From an optimization exercise on the open Yosys and OpenROAD flow, aimed at a short achievable clock period and few clock cycles; shortcuts taken in it are not production practice.
RTL that was checked went through simulation tests only; none was proved equivalent to the original.
No activity file was given, so power comes from the tool's default toggle rates.

## axi_qspi_controller
module axi_qspi_controller
(
  input  logic       s_axi_aclk,
  input  logic       s_axi_aresetn,
  input  logic       s_axi_awvalid_i,
  input  axi_lite_pkg::addr_t      s_axi_awaddr_i,
  output logic       s_axi_awready_o,
  input  logic       s_axi_wvalid_i,
  input  axi_lite_pkg::data_t      s_axi_wdata_i,
  input  axi_lite_pkg::strb_t      s_axi_wstrb_i,
  output logic       s_axi_wready_o,
  output logic       s_axi_bvalid_o,
  output axi_lite_pkg::resp_t      s_axi_bresp_o,
  input  logic       s_axi_bready_i,
  input  logic       s_axi_arvalid_i,
  input  axi_lite_pkg::addr_t      s_axi_araddr_i,
  output logic       s_axi_arready_o,
  output logic       s_axi_rvalid_o,
  output axi_lite_pkg::data_t      s_axi_rdata_o,
  output axi_lite_pkg::resp_t      s_axi_rresp_o,
  input  logic       s_axi_rready_i,
  output logic       spi_clk_o,
  output logic [1:0] spi_csn_o,
  output logic       spi_sdo_o,
  input  logic       spi_sdi_i
);
Size in the first run: ~150 I/O pins, roughly 25000 um^2 of cells after synthesis.
Settings: LEC_CHECK=0, CAP_MARGIN=20, CORE_MARGIN=2, CORE_UTILIZATION=40, SETUP_SLACK_MARGIN=2.9, SLEW_MARGIN=20; clock period 5.0 ns.
run.sh (not shown) runs the stock make flow with config.mk's settings and CLKGATE_MAP_FILE= SYNTH_SCRIPT=/design/flow/synth_recipe.tcl, a recipe that flattens the netlist after the stock synthesis.
Testbench counts at the start, summed over its fixed seeds: cycles 141,600.
Change:
--- a/flow/config.mk
+++ b/flow/config.mk
@@ -10,2 +10,4 @@
 export CORE_UTILIZATION = 40
+export CTS_CLUSTER_DIAMETER = 60
+export CTS_CLUSTER_SIZE = 24
 export SETUP_SLACK_MARGIN = 2.9
Result:
- The changed run went through all stages and came out clean
- sequential power hardly moves
- first-iteration DRC count is higher by 3.7%
- design area shrinks by 1.3%
- core utilization goes down by 0.62 points
- combinational power goes down by about 2%
- fmax goes up by 1.3%
- worst setup slack improved by 29 ps
- synthesized cell count stays the same
- total power drops by 3.8%
Change:
--- a/flow/config.mk
+++ b/flow/config.mk
@@ -10,4 +10,4 @@
 export CORE_UTILIZATION = 40
-export CTS_CLUSTER_DIAMETER = 60
-export CTS_CLUSTER_SIZE = 24
+export CTS_CLUSTER_DIAMETER = 80
+export CTS_CLUSTER_SIZE = 30
 export SETUP_SLACK_MARGIN = 2.9
What happened:
- The changed run finished with timing, DRC and antenna clean
- wire length fell by 1.1%
- maximum frequency fell by about 2.4%
- final area fell by about 1.1%
- clock-buffer cell count fell by 16
- total power fell by about 5%
- setup slack loses 55 ps
- hold slack gains 6.3 ps

---

== try-ember ==
axi_qspi_controller, a different RTL version from the one above (not shown whole).
Size in the first run: about 2,000 cells after synthesis, ~570 flip-flops, about 150 I/O pins, ~0.025 mm2 of cells after synthesis.
Settings: LEC_CHECK=0, CAP_MARGIN=20, CORE_MARGIN=2, CORE_UTILIZATION=40, CTS_CLUSTER_DIAMETER=40, CTS_CLUSTER_SIZE=16, SETUP_SLACK_MARGIN=3.0, SLEW_MARGIN=20; clock period 5.0 ns.
standard.sh (not shown) runs the stock make flow with config.mk's settings and CLKGATE_MAP_FILE= SYNTH_SCRIPT=/design/flow/synth_recipe.tcl, a recipe that flattens the netlist after the stock synthesis.
==> flow/flow/run.sh <==
#!/bin/bash
# The standard layout, with plain buffers (not delay cells) on the ports.
set -euo pipefail
export BUFFER_PORTS_ARGS="-buffer_cell sky130_fd_sc_hd__buf_2"
bash standard.sh > standard_flow.log 2>&1
Testbench counts of try-ember, summed over its fixed seeds: cycles 141,600.
#### Input delta (try-umber over try-ember)
Settings: CTS_CLUSTER_DIAMETER changed from 40 to 60; CTS_CLUSTER_SIZE changed from 16 to 24.
==> flow/run.sh (new file) <==
#!/bin/bash
# synth_recipe.tcl (not shown) runs the flow's synth.tcl, then flattens the netlist and writes it again
# the make line also repeats each setting of config.mk as NAME=value (left out here)
make -C /OpenROAD-flow-scripts/flow DESIGN_CONFIG=/design/flow/config.mk WORK_HOME=/design/flow/orfs CLKGATE_MAP_FILE= SYNTH_SCRIPT=/design/flow/synth_recipe.tcl finish
removed: flow/flow/run.sh
removed: flow/standard.sh
--- outcome ---
- Going from try-ember to try-umber, highest clock rate went up; post-CTS setup-driven buffer insertion count went down; arrival time reported for the critical path endpoint did not really move; worst setup slack for register-to-register paths did not really move.
- Of the two values seen for timing endpoint of the critical path, spi_csn_o[0] was produced by try-ember and spi_csn_o[1] by try-umber.
- Diff try-ember -> try-umber: utilization -1.4 points; share of the final layout cell area in multi-input gates higher.
- Against try-ember, internal power summed over all cells in try-umber fell by more than 10%.
- Going from try-ember to try-umber, wire length after detailed routing grows by about 1.7%.
- Going from try-ember to try-umber, cell count shrinks by 83.
Inputs modified between try-umber and try-willow:
Settings: swapping 60 for 50 in CTS_CLUSTER_DIAMETER; swapping 24 for 20 in CTS_CLUSTER_SIZE.
==> flow/flow/run.sh (new file) <==
#!/bin/bash
# The standard layout, with plain buffers (not delay cells) on the ports.
set -euo pipefail
export BUFFER_PORTS_ARGS="-buffer_cell sky130_fd_sc_hd__buf_2"
bash standard.sh > standard_flow.log 2>&1
==> flow/standard.sh (new file) <==
#!/bin/bash
# synth_recipe.tcl (not shown) runs the flow's synth.tcl, then flattens the netlist and writes it again
# the make line also repeats each setting of config.mk as NAME=value (left out here)
make -C /OpenROAD-flow-scripts/flow DESIGN_CONFIG=/design/flow/config.mk WORK_HOME=/design/flow/orfs CLKGATE_MAP_FILE= SYNTH_SCRIPT=/design/flow/synth_recipe.tcl "${@:-finish}"
removed: flow/run.sh
Findings:
try-willow reached the end of the flow, and the finished layout is clean on the timing, DRC and antenna checks.
Comparing try-umber and try-willow, the lower final area is on try-willow.
NOTE: global-route wire length before repair in try-willow falls short of that of try-umber
try-umber ended up with cs_sel[1] as its source of the critical timing path; try-willow ended up with cs_sel[0].
Compared with try-umber, filler cell count in try-willow decreased slightly.

---

## run 1
Another version of the RTL of axi_qspi_controller (not shown whole).
Size: roughly 550 flip-flops, roughly 150 I/O pins.
clock: 5.0 ns
lec_check: 0
cap_margin: 20
core_margin: 2
core_utilization: 40
setup_slack_margin: 2.95
slew_margin: 20
run.sh (not shown) runs the stock make flow with config.mk's settings and CLKGATE_MAP_FILE= SYNTH_SCRIPT=/design/flow/synth_recipe.tcl, a recipe that flattens the netlist after the stock synthesis.
Stock flow here: none of the scripts above is used.
Run 1 finished every stage and its layout cleared the timing, DRC and antenna checks.
## Diff of input files: run 2 against run 1
diff --git a/flow/config.mk b/flow/config.mk
--- a/flow/config.mk
+++ b/flow/config.mk
@@ -11 +11 @@
-export SETUP_SLACK_MARGIN = 2.95
+export SETUP_SLACK_MARGIN = 2.9
==> notes.md <==
Non-clock inverter count in the final layout: run 2 vs run 1 up 3.1%. Run 2 reports its source of the critical timing path as g0_q[2] while run 1 reports spi_sdo_o. Relative to run 1, final worst-path cycle share increased by 0.52 points in run 2. Run 2 vs run 1, uppermost layer routed: met5 vs met4. Diff run 1 -> run 2: placer congestion estimate picked up an extra about 2.8%, reported leakage power grew by 0.085 nW, total length of routed met2 wires saw little to no change, layout clock buffer count fell 2, maximum vdd drop shrank by about 4.3%.
Inputs modified between run 2 and run 3:
==> flow/flow/run.sh (new file) <==
#!/bin/bash
# The standard layout, with plain buffers (not delay cells) on the ports.
set -euo pipefail
export BUFFER_PORTS_ARGS="-buffer_cell sky130_fd_sc_hd__buf_2"
bash standard.sh > standard_flow.log 2>&1
==> flow/standard.sh (new file) <==
#!/bin/bash
# synth_recipe.tcl (not shown) runs the flow's synth.tcl, then flattens the netlist and writes it again
# the make line also repeats each setting of config.mk as NAME=value (left out here)
make -C /OpenROAD-flow-scripts/flow DESIGN_CONFIG=/design/flow/config.mk WORK_HOME=/design/flow/orfs CLKGATE_MAP_FILE= SYNTH_SCRIPT=/design/flow/synth_recipe.tcl "${@:-finish}"
removed: flow/run.sh
## What came out
- Run 3 vs run 2, worst hold path class: in -> async vs reg -> reg
- Going from run 2 to run 3, critical path depth fell 6; part of the total power dissipated in the clock network rose 0.4 points.
- Wire length essentially unchanged between run 2 and run 3.
- Global-route wire length before repair on run 3 is ahead of run 2.
- Relative to run 2, the violation count after the first detailed-route iteration measured on run 3 has increased by more than 10%.
- Note that the final RePlAce weighted congestion recorded for run 3 amounts to 0.918 times the value seen in run 2.
- Relative to run 2, run 3 improves cell area after layout.
- Run 3 finished end to end and its layout was clean on timing, DRC and antenna.
No functional check of the RTL was part of any run of this note.

---

## JK
axi_qspi_controller, a different RTL version from the one above (not shown whole).
Size: roughly 530 flip-flops, about 0.024 sq mm of cells after synthesis.
## axi_qspi_controller
module axi_qspi_controller
(
  input  logic       s_axi_aclk,
  input  logic       s_axi_aresetn,
  input  logic       s_axi_awvalid_i,
  input  axi_lite_pkg::addr_t      s_axi_awaddr_i,
  output logic       s_axi_awready_o,
  input  logic       s_axi_wvalid_i,
  input  axi_lite_pkg::data_t      s_axi_wdata_i,
  input  axi_lite_pkg::strb_t      s_axi_wstrb_i,
  output logic       s_axi_wready_o,
  output logic       s_axi_bvalid_o,
  output axi_lite_pkg::resp_t      s_axi_bresp_o,
  input  logic       s_axi_bready_i,
  input  logic       s_axi_arvalid_i,
  input  axi_lite_pkg::addr_t      s_axi_araddr_i,
  output logic       s_axi_arready_o,
  output logic       s_axi_rvalid_o,
  output axi_lite_pkg::data_t      s_axi_rdata_o,
  output axi_lite_pkg::resp_t      s_axi_rresp_o,
  input  logic       s_axi_rready_i,
  output logic       spi_clk_o,
  output logic [1:0] spi_csn_o,
  output logic       spi_sdo_o,
  input  logic       spi_sdi_i
);
make LEC_CHECK=0 CAP_MARGIN=20 CORE_MARGIN=2 CORE_UTILIZATION=40 SETUP_SLACK_MARGIN=2.5 SLEW_MARGIN=20 finish   # period 5.0 ns
Stock flow here: none of the scripts above is used.
JK finished every step from synthesis to the final layout, and the layout passed the timing, DRC and antenna checks.
Modified inputs, MS compared to JK
- swapping 2.5 for 3.0 in SETUP_SLACK_MARGIN
Notes after the runs:
- Sort MS and JK by total number of vias, descending, and MS comes first.
- MS against JK: met1 wire length increased about 8%, initial antenna violation count decreased 1, final total power increased 7.0%, upper clock frequency limit increased 1.4%.
- Register cell area after layout: JK vs MS — no meaningful difference
- Between MS and JK, the difference in number of hold buffers added after CTS is negligible.
- Compared with JK, MS shows internal power contribution higher by 5.1%.
- In the tables for MS and JK, number of DRC markers after the initial detailed-route iteration reads higher with MS.
- MS vs. JK: least setup slack across all paths after layout went up by 33 ps.
- Number of flip-flops and latches came out exactly the same in MS and JK.
Function was not checked in any run of this note: the RTL went through the layout flow alone.

---

Another version of the RTL of axi_qspi_controller (not shown whole).
Size: about 2000 cells after synthesis, roughly 550 flip-flops.
==> flow/config.mk <==
export PLATFORM = sky130hd
export DESIGN_NAME = axi_qspi_controller
export DESIGN_NICKNAME = axi_qspi_controller
export VERILOG_FILES = /design/flow/design.v
export SDC_FILE = /design/flow/constraint.sdc
export NUM_CORES = 4
export LEC_CHECK = 0
export CAP_MARGIN = 20
export CORE_MARGIN = 2
export CORE_UTILIZATION = 40
export CTS_CLUSTER_DIAMETER = 60
export CTS_CLUSTER_SIZE = 24
export SETUP_SLACK_MARGIN = 2.95
export SLEW_MARGIN = 20
==> flow/constraint.sdc <==
create_clock -name core_clock -period 5.0 [get_ports {s_axi_aclk}]
set_input_delay 1.0000 -clock core_clock [delete_from_list [all_inputs] [get_ports {s_axi_aclk}]]
set_output_delay 1.0000 -clock core_clock [all_outputs]
set_load 0.01 [all_outputs]
Testbench counts at the start, summed over its fixed seeds: cycles 141,600.
==> next run, changes <==
==> flow/flow/run.sh (new file) <==
#!/bin/bash
# The standard layout, with plain buffers (not delay cells) on the ports.
set -euo pipefail
export BUFFER_PORTS_ARGS="-buffer_cell sky130_fd_sc_hd__buf_2"
bash standard.sh > standard_flow.log 2>&1
==> flow/standard.sh (new file) <==
#!/bin/bash
# synth_recipe.tcl (not shown) runs the flow's synth.tcl, then flattens the netlist and writes it again
# the make line also repeats each setting of config.mk as NAME=value (left out here)
make -C /OpenROAD-flow-scripts/flow DESIGN_CONFIG=/design/flow/config.mk WORK_HOME=/design/flow/orfs CLKGATE_MAP_FILE= SYNTH_SCRIPT=/design/flow/synth_recipe.tcl "${@:-finish}"
SETUP_SLACK_MARGIN = 2.9   (was 2.95)
removed: flow/run.sh
=> Die area does not change. Worst setup slack improved by 0.019 ns. Clock skew goes up by 0.013 ns. Sequential cell count does not change. Combinational power goes down by 10%.

---

the previous run:
axi_qspi_controller, a different RTL version from the one above (not shown whole).
Size: about 2000 cells after synthesis, ~150 I/O pins.
clock: 5.0 ns
lec_check: 0
cap_margin: 20
core_margin: 2
core_utilization: 40
setup_slack_margin: 2.9
slew_margin: 20
Stock flow here: none of the scripts above is used.
## Diff of input files: the current run against the previous run
- swapping 2.9 for 2.85 in SETUP_SLACK_MARGIN
--- outcome ---
Going from the previous run to the current run, post-layout utilization of the core shrank by 0.19 points, total power comparable, clock-buffer cell count saw an increase.
The current run vs the previous run on power share of the clock group: the current run is the higher one.
Worst path arrival time was higher in the run labelled the current run.
The current run -> the previous run: width of the chip delta 0, exact match
Summary — largest net degree at the start of global routing, the current run relative to the previous run: higher, by 9.
The current run vs the previous run — number of setup buffers added after CTS rose 2.
Final period utilization in the current run is 0.58 points higher than in the previous run
Between the previous run and the current run, the flow reports first-pass GRT wire length decreasing slightly.
Function was not checked in any run of this note: the RTL went through the layout flow alone.

---

== wip/onyx ==
axi_qspi_controller with an RTL version that a note above also has.
For scale: about 2000 cells after synthesis, roughly 25000 sq um of cells after synthesis.
==> flow/config.mk <==
export PLATFORM = sky130hd
export DESIGN_NAME = axi_qspi_controller
export DESIGN_NICKNAME = axi_qspi_controller
export VERILOG_FILES = /design/flow/design.v
export SDC_FILE = /design/flow/constraint.sdc
export NUM_CORES = 4
export LEC_CHECK = 0
export CAP_MARGIN = 20
export CORE_MARGIN = 2
export CORE_UTILIZATION = 40
export CTS_CLUSTER_DIAMETER = 60
export CTS_CLUSTER_SIZE = 24
export SETUP_SLACK_MARGIN = 3.0
export SLEW_MARGIN = 20
==> flow/constraint.sdc <==
create_clock -name core_clock -period 5.0 [get_ports {s_axi_aclk}]
set_input_delay 1.0000 -clock core_clock [delete_from_list [all_inputs] [get_ports {s_axi_aclk}]]
set_output_delay 1.0000 -clock core_clock [all_outputs]
set_load 0.01 [all_outputs]
standard.sh (not shown) runs the stock make flow with config.mk's settings and CLKGATE_MAP_FILE= SYNTH_SCRIPT=/design/flow/synth_recipe.tcl, a recipe that flattens the netlist after the stock synthesis.
==> flow/flow/run.sh <==
#!/bin/bash
# The standard layout, with plain buffers (not delay cells) on the ports.
set -euo pipefail
export BUFFER_PORTS_ARGS="-buffer_cell sky130_fd_sc_hd__buf_2"
bash standard.sh > standard_flow.log 2>&1
Testbench counts of wip/onyx, summed over its fixed seeds: cycles 141,600.
Input-level comparison between wip/xenon and wip/onyx:
- a change of CORE_UTILIZATION from 40 to 70
[summary]
- wip/xenon did not stop at any stage, and its layout met the timing, DRC and antenna checks.
- wip/xenon vs. wip/onyx: die footprint -about 40%, ratio of final minimum period to clock period +0.56 points.
- Flip-flop and latch area essentially unchanged between wip/xenon and wip/onyx.
- Comparing wip/onyx and wip/xenon, the higher total wirelength of the detailed-routed design is on wip/onyx.
- Against wip/onyx, wip/xenon reports a area fraction of clock buffers and clock inverters that is lower.
- wip/xenon gives less cell count than wip/onyx did.
- Of wip/onyx and wip/xenon, the run reporting the lower worst setup slack was wip/xenon.
- wip/xenon against wip/onyx: clock skew has increased; net load switching power has decreased.
### wip/xenon -> wip/violet
- changing CORE_UTILIZATION from 70 to 60
Findings:
- The run showing the greater layout overhead on the synthesized area is wip/violet.
- Summary of the comparison: clock-buffer cell count is higher in wip/violet, relative to wip/xenon.
- Between wip/xenon and wip/violet, the difference in power attributed to sequential cells is negligible.

---

Setup of red:
axi_qspi_controller with an RTL version that a note above also has.
For scale: ~2000 cells after synthesis, about 150 I/O pins, about 0.025 mm^2 of cells after synthesis.
==> flow/design.v (excerpt) <==
module axi_qspi_controller
(
  input  logic       s_axi_aclk,
  input  logic       s_axi_aresetn,
  input  logic       s_axi_awvalid_i,
  input  axi_lite_pkg::addr_t      s_axi_awaddr_i,
  output logic       s_axi_awready_o,
  input  logic       s_axi_wvalid_i,
  input  axi_lite_pkg::data_t      s_axi_wdata_i,
  input  axi_lite_pkg::strb_t      s_axi_wstrb_i,
  output logic       s_axi_wready_o,
  output logic       s_axi_bvalid_o,
  output axi_lite_pkg::resp_t      s_axi_bresp_o,
  input  logic       s_axi_bready_i,
  input  logic       s_axi_arvalid_i,
  input  axi_lite_pkg::addr_t      s_axi_araddr_i,
  output logic       s_axi_arready_o,
  output logic       s_axi_rvalid_o,
  output axi_lite_pkg::data_t      s_axi_rdata_o,
  output axi_lite_pkg::resp_t      s_axi_rresp_o,
  input  logic       s_axi_rready_i,
  output logic       spi_clk_o,
  output logic [1:0] spi_csn_o,
  output logic       spi_sdo_o,
  input  logic       spi_sdi_i
);
  localparam logic [2:0] SEG_HDR = 3'd0;   
  localparam logic [2:0] SEG_DUM = 3'd1;   
  localparam logic [2:0] SEG_DAT = 3'd2;   
  localparam logic [2:0] SEG_XD  = 3'd3;   
  localparam logic [2:0] SEG_END = 3'd4;   
  logic [7:0]  clkdiv;
  logic        cpol;
  logic [7:0]  cmd;
  logic [23:0] addr;
  logic [5:0]  len;
  logic        aen;
  logic [3:0]  dummy;
  logic        wcmd;
  ...
export LEC_CHECK = 0
export CAP_MARGIN = 20
export CORE_MARGIN = 2
export CORE_UTILIZATION = 40
export CTS_CLUSTER_DIAMETER = 60
export CTS_CLUSTER_SIZE = 24
export SETUP_SLACK_MARGIN = 3.0
export SLEW_MARGIN = 20
create_clock -name core_clock -period 5.0 [get_ports {s_axi_aclk}]
run.sh (not shown) runs the stock make flow with config.mk's settings and CLKGATE_MAP_FILE= SYNTH_SCRIPT=/design/flow/synth_recipe.tcl, a recipe that flattens the netlist after the stock synthesis.
Stock flow here: none of the scripts above is used.
The flow did not stop early for red: all stages ran, and the layout cleared the timing, DRC and antenna checks.
Testbench counts of red, summed over its fixed seeds: cycles 141,600.
Relative to red, the following input files were edited for blue:
Settings: a change of SETUP_SLACK_MARGIN from 3.0 to 2.9.
Notes after the runs:
Layout buffering overhead excluding clock cells: higher on red. Going from red to blue, met2 track demand over resource in global routing now larger, max-slew headroom at the worst pin down 0.57 points, fraction of the cycle the final worst path needs rose by 0.34 points. Comparing blue against red, there is no change at all in number of endpoints with negative hold slack in the final report. Per the comparison of blue with red, proportion of synthesized area in mux cells stayed essentially flat; via count of the routed design fell by 75; total clock buffers created by CTS fell by 2.4%; setup slack fell by 0.017 ns. | fraction of area in clock buffers and inverters | red vs blue | ≈ equal |. Share of final-layout standard cells stronger than drive strength 1: blue < red.

==> re-timing with driven ports <==
The flow's constraints put no driver on any port. The routed layouts listed below were extracted and timed again, unchanged, in two steps.
Step 1: set_driving_cell puts a clkbuf_16 on s_axi_aclk and a buf_2 on each other input, an assumption about the parent block.
Step 2, shift: input delay + t, output delay - t, t = (earliest + latest rising clock arrival at the registers) / 2. This alone moves slack from input paths to output paths.
Three values: no drivers, after step 1, after step 2; two values: the first two.
| run | shift t [ns] | setup WS [ns] | worst setup path at the end | slew at the worst register clock pin (ns) | worst data-port slew with drivers (ns) |
|---|---|---|---|---|---|
| the first run of note 1 | 0.682 | 2.734 / 2.672 / 2.237 | input to register | 0.06 / 0.06 | 0.05 |
| the second run of note 1 | 0.655 | 2.763 / 2.701 / 2.292 | input to register | 0.10 / 0.10 | 0.05 |
| the third run of note 1 | 0.695 | 2.708 / 2.646 / 2.257 | input to register | 0.11 / 0.11 | 0.05 |
| try-ember | 0.688 | 2.839 / 2.779 / 2.365 | input to register | 0.06 / 0.06 | 0.13 |
| try-umber | 0.653 | 2.847 / 2.785 / 2.421 | input to register | 0.10 / 0.10 | 0.13 |
| try-willow | 0.676 | 2.842 / 2.781 / 2.512 | input to register | 0.08 / 0.08 | 0.13 |
| run 1 | 0.677 | 2.777 / 2.717 / 2.345 | input to register | 0.07 / 0.07 | 0.07 |
| run 2 | 0.687 | 2.751 / 2.737 / 2.291 | input to register | 0.07 / 0.07 | 0.06 |
| run 3 | 0.680 | 2.765 / 2.705 / 2.324 | input to register | 0.06 / 0.06 | 0.06 |
| JK | 0.689 | 2.505 / 2.505 / 1.870 | input to register | 0.07 / 0.07 | 0.05 |
| MS | 0.679 | 2.538 / 2.546 / 1.894 | input to register | 0.07 / 0.07 | 0.06 |
| the first run of note 5 | 0.640 | 2.844 / 2.786 / 2.369 | input to register | 0.10 / 0.10 | 0.15 |
| the second run of note 5 | 0.651 | 2.862 / 2.801 / 2.334 | input to register | 0.10 / 0.10 | 0.07 |
| the previous run | 0.673 | 2.761 / 2.703 / 2.222 | input to register | 0.07 / 0.07 | 0.05 |
| the current run | 0.675 | 2.733 / 2.673 / 2.232 | input to register | 0.06 / 0.06 | 0.06 |
| wip/onyx | 0.647 | 2.882 / 2.820 / 2.494 | input to register | 0.09 / 0.09 | 0.13 |
| wip/xenon | 0.633 | 2.854 / 2.798 / 2.607 | input to register | 0.10 / 0.10 | 0.05 |
| wip/violet | 0.642 | 2.878 / 2.821 / 2.425 | input to register | 0.10 / 0.10 | 0.07 |
| red | 0.665 | 2.847 / 2.786 / 2.438 | input to register | 0.10 / 0.10 | 0.14 |
| blue | 0.662 | 2.830 / 2.770 / 2.272 | input to register | 0.10 / 0.10 | 0.13 |
After both steps every run listed still meets setup and hold. For MS, which loses most, drivers alone change the setup slack by +0.008 ns; drivers and shift together by -0.644 ns.
